Source: an optimization exercise on an open RTL-to-GDS flow (aim: small area, a short achievable clock period and few clock cycles per item). Production flows keep margins and buffers that such runs may drop. The RTL was checked by simulation tests, not by an equivalence proof against the original design. Power and IR drop assume default switching activity.

==> inputs of build 76 <==
==> flow/design.v (excerpt) <==
module fnv1a_hashed_bucket_table_unit #(
  parameter int TABLE_DEPTH     = fhbt_pkg::TABLE_DEPTH_DEF,
  parameter int VALUE_WIDTH     = fhbt_pkg::VALUE_WIDTH_DEF,
  parameter int MAX_NAME_LENGTH = fhbt_pkg::MAX_NAME_LENGTH_DEF
) (
  input  logic                         clk_i,
  input  logic                         rst_ni,
  input  logic                         start_i,
  output logic                         busy_o,
  input  logic [fhbt_pkg::CMD_W-1:0]   command_i,
  input  logic [fhbt_pkg::BYTE_W-1:0]  name_byte_i,
  input  logic                         name_last_i,
  input  logic [fhbt_pkg::NV_W-1:0]    new_value_i,
  input  logic                         table_entries_we_i,
  input  logic [fhbt_pkg::TE_W-1:0]    table_entries_i,
  output logic                         done_o,
  output logic                         status_o,
  output logic [fhbt_pkg::FOUND_W-1:0] found_value_o,
  output logic [fhbt_pkg::SLOT_W-1:0]  slot_index_o,
  output logic [fhbt_pkg::COUNT_W-1:0] entry_count_o
);
Settings: LEC_CHECK=0, ABC_CLOCK_PERIOD_IN_PS=3000, CAP_MARGIN=20, CORE_MARGIN=2, CORE_UTILIZATION=45, CTS_BUF_LIST=sky130_fd_sc_hd__clkbuf_8, CTS_CLUSTER_SIZE=20, PLACE_DENSITY=0.6, SETUP_SLACK_MARGIN=3.3, SLEW_MARGIN=20; clock period 6.5 ns.
run.sh (not shown) runs the stock make flow with config.mk's settings and CLKGATE_MAP_FILE= SYNTH_SCRIPT=/design/flow/synth_recipe.tcl, a recipe that flattens the netlist after the stock synthesis.
==> build 78 (differences from build 76) <==
Settings changed: CORE_UTILIZATION 45 to 40, CTS_BUF_LIST sky130_fd_sc_hd__clkbuf_8 to unset, CTS_CLUSTER_SIZE 20 to unset, SETUP_SLACK_MARGIN 3.3 to 3.0.
==> impl_metrics.csv <==
group,metric,value,unit
power_and_ir_drop,comb_power,13.8,mW
outcome,status,"no timing/DRC/antenna violations",
finish,diodes,13,
worst_setup_path,worstReg2RegEnd,"u_ctrl.c_q[17]",
floorplan,die_w,496,um
placement,dp_slack,2340,ps
cts,clockRootBuffer,"clkbuf_8",
finish,multi_input_area_share,22.3,%
worst_setup_path,slowest_stage,"fa_2",
timing,finalCritPeriodShare,54.2,%
finish,regArea,79900,um2
drt,avgViaCountPerCell,6.25,
cts,cts_resized,369,
drt,vias,69797,
power_and_ir_drop,power.ir.vdd_worst,0.470,mV
finish,n_fill_cell,19448,
global_routing,met2_usage,47.1,%
the above is filed under build 76

==> impl_metrics.csv <==
group,metric,value,unit
finish,n_fill_cell,22920,
outcome,status,"no timing/DRC/antenna violations",
finish,diodes,15,
placement,dp_slack,2310,ps
cts,cts_resized,54,
worst_setup_path,slowest_stage,"nor3_1",
drt,vias,69568,
floorplan,die_w,526,um
power_and_ir_drop,power.ir.vdd_worst,0.312,mV
cts,clockRootBuffer,"clkbuf_16",
the above is filed under build 78

Testbench counts of build 76, summed over its fixed seeds: cycles 11,678, items 1,288.
Testbench counts of build 78, summed over its fixed seeds: cycles 11,678, items 1,288.

---

==> run a: inputs <==
fnv1a_hashed_bucket_table_unit, a different RTL version from the one above (not shown whole).
Settings: LEC_CHECK=0, ABC_AREA=1, ABC_CLOCK_PERIOD_IN_PS=3000, CAP_MARGIN=20, CORE_MARGIN=2, CORE_UTILIZATION=40, CTS_BUF_LIST=sky130_fd_sc_hd__clkbuf_16, CTS_CLUSTER_DIAMETER=100, CTS_CLUSTER_SIZE=22, PLACE_DENSITY=0.6, SETUP_SLACK_MARGIN=3.1, SLEW_MARGIN=20; clock period 6.5 ns.
==> inputs of run b, as changes to run a <==
--- a/flow/config.mk
+++ b/flow/config.mk
@@ -2,13 +2,12 @@
 export DESIGN_NAME = fnv1a_hashed_bucket_table_unit
 export DESIGN_NICKNAME = fnv1a_hashed_bucket_table_unit
 export VERILOG_FILES = /design/flow/design.v
 export SDC_FILE = /design/flow/constraint.sdc
 export NUM_CORES = 4
 export LEC_CHECK = 0
-export ABC_AREA = 1
 export ABC_CLOCK_PERIOD_IN_PS = 3000
 export CAP_MARGIN = 20
 export CORE_MARGIN = 2
 export CORE_UTILIZATION = 40
 export CTS_BUF_LIST = sky130_fd_sc_hd__clkbuf_16
 export CTS_CLUSTER_DIAMETER = 100
==> inputs of run c, as changes to run a <==
--- a/flow/design.v
+++ b/flow/design.v
@@ -725,49 +725,41 @@
   input  logic         ent_add_i,
   input  logic         ent_uncreated_i,
   input  logic [23:0]  ent_s_i,
   input  logic [23:0]  ent_c_i,
   input  logic         ent_e_i,
   input  logic [7:0]   ent_lo_i,
-  input  logic [31:0]  ent_value_i,
+  input  logic [31:0]  add_value_i,   
+  output logic         add_done_o,    
   output logic         done_o,        
   output logic         status_o,
   output logic [31:0]  found_value_o,
   output logic [7:0]   slot_index_o,
   output logic [15:0]  entry_count_o
 );
   logic        n_valid, n_create, n_add, n_unc;
-  logic [31:0] n_value;
   assign n_valid  = ent_valid_i;
   assign n_create = ent_create_i;
   assign n_add    = ent_add_i;
   assign n_unc    = ent_uncreated_i;
-  assign n_value  = ent_value_i;
   logic        z_valid, z_create, z_add, z_unc;
-  logic [31:0] z_value;
   logic        a_valid, a_create, a_add, a_unc;
-  logic [31:0] a_value;
   logic        b_valid, b_create, b_add, b_unc;
-  logic [31:0] b_value;
   logic        c_valid, c_create, c_add, c_unc;
-  logic [31:0] c_value;
   logic        d_valid, d_create, d_add, d_unc;
-  logic [31:0] d_value;
   logic        e_valid, e_create, e_add, e_unc;
-  logic [31:0] e_value;
   logic [31:0] z_hash;
   always_ff @(posedge clk_i) z_hash <= {ent_s_i + ent_c_i + 24'(ent_e_i), ent_lo_i};
   always_ff @(posedge clk_i or negedge rst_ni) begin
     if (!rst_ni) z_valid <= 1'b0;
     else         z_valid <= n_valid;
   end
   always_ff @(posedge clk_i) begin
     z_create <= n_create;
     z_add    <= n_add;
     z_unc    <= n_unc;
-    z_value  <= n_value;
   end
   logic [5:0] res [32];
   for (genvar i = 0; i < 32; i++) begin : g_res
     assign res[i] = res_i[6*i +: 6];
   end
   logic r1, r2;
@@ -1295,13 +1287,12 @@
     else         a_valid <= z_valid;
   end
   always_ff @(posedge clk_i) begin
     a_create <= z_create;
     a_add    <= z_add;
     a_unc    <= z_unc;
-    a_value  <= z_value;
   end
   logic q1, q2;
   logic q3, q4;
   logic q5, q6;
   logic q7, q8;
   logic q9, q10;
@@ -1366,13 +1357,12 @@
     else         b_valid <= a_valid;
   end
   always_ff @(posedge clk_i) begin
     b_create <= a_create;
     b_add    <= a_add;
     b_unc    <= a_unc;
-    b_value  <= a_value;
   end
   logic [11:0] c_d8, c_d16, c_d24;
   logic [8:0]  c_next, c_rem;   
   assign c_d8  = {1'b0, b_sum} - {2'b00, div_i, 3'b000};
   assign c_d16 = {1'b0, b_sum} - {1'b0, div_i, 4'b0000};
   assign c_d24 = {1'b0, b_sum} - {1'b0, div3_i, 3'b000};
@@ -1388,13 +1378,12 @@
     else         c_valid <= b_valid;
   end
   always_ff @(posedge clk_i) begin
     c_create <= b_create;
     c_add    <= b_add;
     c_unc    <= b_unc;
-    c_value  <= b_value;
   end
   logic [9:0]  d_d2, d_d4, d_d6;
   logic [6:0]  d_r2;   
   logic [7:0]  d_d1;
   logic [5:0]  d_next;
   assign d_d2 = {1'b0, c_rem} - {2'b00, div_i, 1'b0};
@@ -1413,44 +1402,49 @@
     else         d_valid <= c_valid;
   end
   always_ff @(posedge clk_i) begin
     d_create <= c_create;
     d_add    <= c_add;
     d_unc    <= c_unc;
-    d_value  <= c_value;
   end
   assign d_d1   = {1'b0, d_rem} - {1'b0, div_i};
   assign d_next = d_d1[7] ? d_rem[5:0] : d_d1[5:0];
   always_ff @(posedge clk_i or negedge rst_ni) begin
     if (!rst_ni) e_valid <= 1'b0;
     else         e_valid <= d_valid;
   end
   always_ff @(posedge clk_i) begin
     e_create <= d_create;
     e_add    <= d_add;
     e_unc    <= d_unc;
-    e_value  <= d_value;
   end
   logic [5:0]  slot;
   logic [63:0] sel;
+  logic [63:0] wen;
+  logic        t_clr;   
   always_ff @(posedge clk_i) begin
     slot <= d_next;
-    for (int g = 0; g < 64; g++) sel[g] <= (d_next == 6'(g));
+    for (int g = 0; g < 64; g++) begin
+      sel[g] <= (d_next == 6'(g));
+      wen[g] <= d_valid && (d_create || (d_add && !d_unc && d_next == 6'(g)));
+    end
+    t_clr <= d_valid && d_create;
   end
   logic        t_create, t_write, t_lookup;
   logic [31:0] mem_q [64];
   logic [31:0] wdata;
   logic [31:0] rdata;
   logic [15:0] count_q;
   assign t_create = e_valid && e_create;
   assign t_write  = e_valid && !e_create && !e_unc && e_add;
   assign t_lookup = !e_create && !e_unc && !e_add;
-  assign wdata    = t_create ? 32'd0 : e_value;
+  assign wdata    = t_clr ? 32'd0 : add_value_i;
+  assign add_done_o = e_valid && !e_create && e_add;
   for (genvar g = 0; g < 64; g++) begin : g_word
     always_ff @(posedge clk_i) begin
-      if (t_create || (t_write && sel[g])) mem_q[g] <= wdata;
+      if (wen[g]) mem_q[g] <= wdata;
     end
   end
   always_comb begin
     rdata = '0;
     for (int g = 0; g < 64; g++) rdata |= mem_q[g] & {32{sel[g]}};
   end
@@ -1496,46 +1490,70 @@
   output logic [fhbt_pkg::COUNT_W-1:0] entry_count_o
 );
   logic        in_valid_q;
   logic [1:0]  in_cmd_q;
   logic [7:0]  in_byte_q;
   logic        in_last_q;
-  logic [31:0] in_value_q;
-  logic [31:0] ent_value_q;
+  localparam int VQ = 3;
+  logic [31:0] vq_q [VQ];
+  logic [1:0]  wr_q, rd_q, cnt_q;
+  logic [1:0]  cnt_next;
+  logic        full_q;
+  logic        add_in, add_done;
+  logic        res_busy;
   logic [6:0]   div;
   logic [7:0]   div3;
   logic [191:0] res;
   logic        ent_valid, ent_create, ent_add, ent_unc;
   logic [23:0] ent_s, ent_c;
   logic [7:0]  ent_lo;
   logic        ent_e;
   logic        done_q;
   assign done_o = done_q && rst_ni;
+  assign busy_o = res_busy || full_q;
+  assign add_in   = start_i && !busy_o && name_last_i && (command_i == fhbt_pkg::CMD_ADD);
+  assign cnt_next = cnt_q + 2'(add_in) - 2'(add_done);
+  always_ff @(posedge clk_i or negedge rst_ni) begin
+    if (!rst_ni) begin
+      wr_q   <= '0;
+      rd_q   <= '0;
+      cnt_q  <= '0;
+      full_q <= 1'b0;
+    end else begin
+      if (add_in)   wr_q <= (wr_q == 2'(VQ - 1)) ? 2'd0 : wr_q + 2'd1;
+      if (add_done) rd_q <= (rd_q == 2'(VQ - 1)) ? 2'd0 : rd_q + 2'd1;
+      cnt_q  <= cnt_next;
+      full_q <= (cnt_next == 2'(VQ));
+    end
+  end
+  always_ff @(posedge clk_i) begin
+    for (int i = 0; i < VQ; i++) begin
+      if (add_in && wr_q == 2'(i)) vq_q[i] <= new_value_i;
+    end
+  end
   always_ff @(posedge clk_i or negedge rst_ni) begin
     if (!rst_ni) begin
       in_valid_q <= 1'b0;
     end else begin
       in_valid_q <= start_i && !busy_o;
     end
   end
   always_ff @(posedge clk_i) begin
     in_cmd_q    <= command_i;
     in_byte_q   <= name_byte_i;
     in_last_q   <= name_last_i;
-    in_value_q  <= new_value_i;
-    ent_value_q <= in_value_q;
   end
   fhbt_residues u_residues (
     .clk_i   (clk_i),
     .rst_ni  (rst_ni),
     .te_we_i (table_entries_we_i),
     .te_i    (table_entries_i),
     .div_o   (div),
     .div3_o  (div3),
     .res_o   (res),
-    .busy_o  (busy_o)
+    .busy_o  (res_busy)
   );
   fhbt_ctrl u_ctrl (
     .clk_i           (clk_i),
     .rst_ni          (rst_ni),
     .valid_i         (in_valid_q),
     .command_i       (in_cmd_q),
@@ -1561,13 +1579,14 @@
     .ent_add_i       (ent_add),
     .ent_uncreated_i (ent_unc),
     .ent_s_i         (ent_s),
     .ent_c_i         (ent_c),
     .ent_e_i         (ent_e),
     .ent_lo_i        (ent_lo),
-    .ent_value_i     (ent_value_q),
+    .add_value_i     (vq_q[rd_q]),
+    .add_done_o      (add_done),
     .done_o          (done_q),
     .status_o        (status_o),
     .found_value_o   (found_value_o),
     .slot_index_o    (slot_index_o),
     .entry_count_o   (entry_count_o)
   );
==> flow/config.mk (replaced) <==
export PLATFORM = sky130hd
export DESIGN_NAME = fnv1a_hashed_bucket_table_unit
export DESIGN_NICKNAME = fnv1a_hashed_bucket_table_unit
export VERILOG_FILES = /design/flow/design.v
export SDC_FILE = /design/flow/constraint.sdc
export NUM_CORES = 4
export LEC_CHECK = 0
export ABC_CLOCK_PERIOD_IN_PS = 3000
export CAP_MARGIN = 20
export CORE_MARGIN = 2
export CORE_UTILIZATION = 40
export CTS_BUF_LIST = sky130_fd_sc_hd__clkbuf_16
export CTS_CLUSTER_DIAMETER = 100
export CTS_CLUSTER_SIZE = 22
export PLACE_DENSITY = 0.6
export SETUP_SLACK_MARGIN = 3.3
export SLEW_MARGIN = 20
==> comparison table <==
metric                                                                      run c                       run b                       run a
Worst clock skew                                                          70.3 ps                     51.9 ps                      104 ps
Max transition margin                                                       11.5%                       16.7%                       12.2%
Flop-to-flop setup slack                                                  3150 ps                     2950 ps                     2970 ps
Share of total power in sequential cells                                    44.2%                       43.4%                       40.9%
Number of storage elements in the synthesis netlist                         2,811                       2,899                       2,899
Number of sinks on the clock net                                            2,811                       2,899                       2,899
Reg-to-reg critical path startpoint                      u_ctrl.c_q[12]$_DFF_PN0_  u_datapath.sel[32]$_DFF_P_  u_datapath.sel[62]$_DFF_P_
Adder-cell area share of the yosys netlist                                  8.03%                       7.93%                       7.68%
Count of buffer and inverter cells on the critical path                         2                           1                           2
Vias in the first global route                                             63,910                      63,920                      68,049
Starting Density                                                            40.3%                       40.2%                       40.2%
Average instance area after synthesis                                   16.6 um^2                   16.6 um^2                   12.8 um^2
Combined area of the multi-input logic cells                          27,400 um^2                 26,600 um^2                 28,600 um^2
Outcome                                                   complete, no violations     complete, no violations     complete, no violations
Post-CTS setup-driven buffer insertion count                                   62                          17                           9
Post-layout instance area                                            122,000 um^2                122,000 um^2                125,000 um^2
Post-synth EDFFs                                                            2,336                       2,240                       2,240
Top fanout value on the critical path                                           4                          20                          18
Area enclosed by the die boundary                                    277,000 um^2                279,000 um^2                288,000 um^2
Total power draw                                                        50,400 uW                   52,400 uW                   56,900 uW
Maximum count of clock buffers along a single path                              3                           3                           4
Total number of nets in the final design                                    7,449                       7,407                       9,569
Met2 Routed Length                                                         175 mm                      173 mm                      173 mm
GR met3 Demand/Resource                                                     7.86%                       7.30%                       6.18%
Testbench counts of run a, summed over its fixed seeds: cycles 11,678, items 1,288.
Testbench counts of run b, summed over its fixed seeds: cycles 11,678, items 1,288.
Testbench counts of run c, summed over its fixed seeds: cycles 11,722, items 1,288.

static timing again, ports no longer ideal:
No port has a modelled driver above. Below, the same layouts with a new extraction and two added sets of constraints. Step 1 (the two cells are an assumption about what drives the block):
set clk [get_ports {clk_i}]
set_driving_cell -lib_cell sky130_fd_sc_hd__clkbuf_16 $clk
set_driving_cell -lib_cell sky130_fd_sc_hd__buf_2 [delete_from_list [all_inputs] $clk]
Step 2, shift: input delay + t, output delay - t, t = (earliest + latest rising clock arrival at the registers) / 2. This alone moves slack from input paths to output paths. Slacks: ideal ports / drivers / drivers and shift; pairs: ideal ports / drivers.
| run | t (ns) | slack for setup (ns) | worst hold slack (ns) |
|---|---|---|---|
| build 76 | 1.190 | 2.980 / 2.980 / 2.799 | 0.095 / 0.187 / 0.268 |
| build 78 | 0.949 | 2.811 / 2.811 / 2.811 | 0.271 / 0.271 / 0.271 |
| run a | 0.965 | 2.967 / 2.967 / 2.967 | 0.257 / 0.306 / 0.306 |
| run b | 0.932 | 2.945 / 2.945 / 2.805 | 0.264 / 0.299 / 0.299 |
| run c | 0.932 | 3.154 / 3.154 / 3.025 | 0.217 / 0.195 / 0.289 |
After both steps setup and hold are still met in every run listed. For build 76, which loses most, drivers alone change the setup slack by 0.000 ns; drivers and shift together by -0.181 ns.
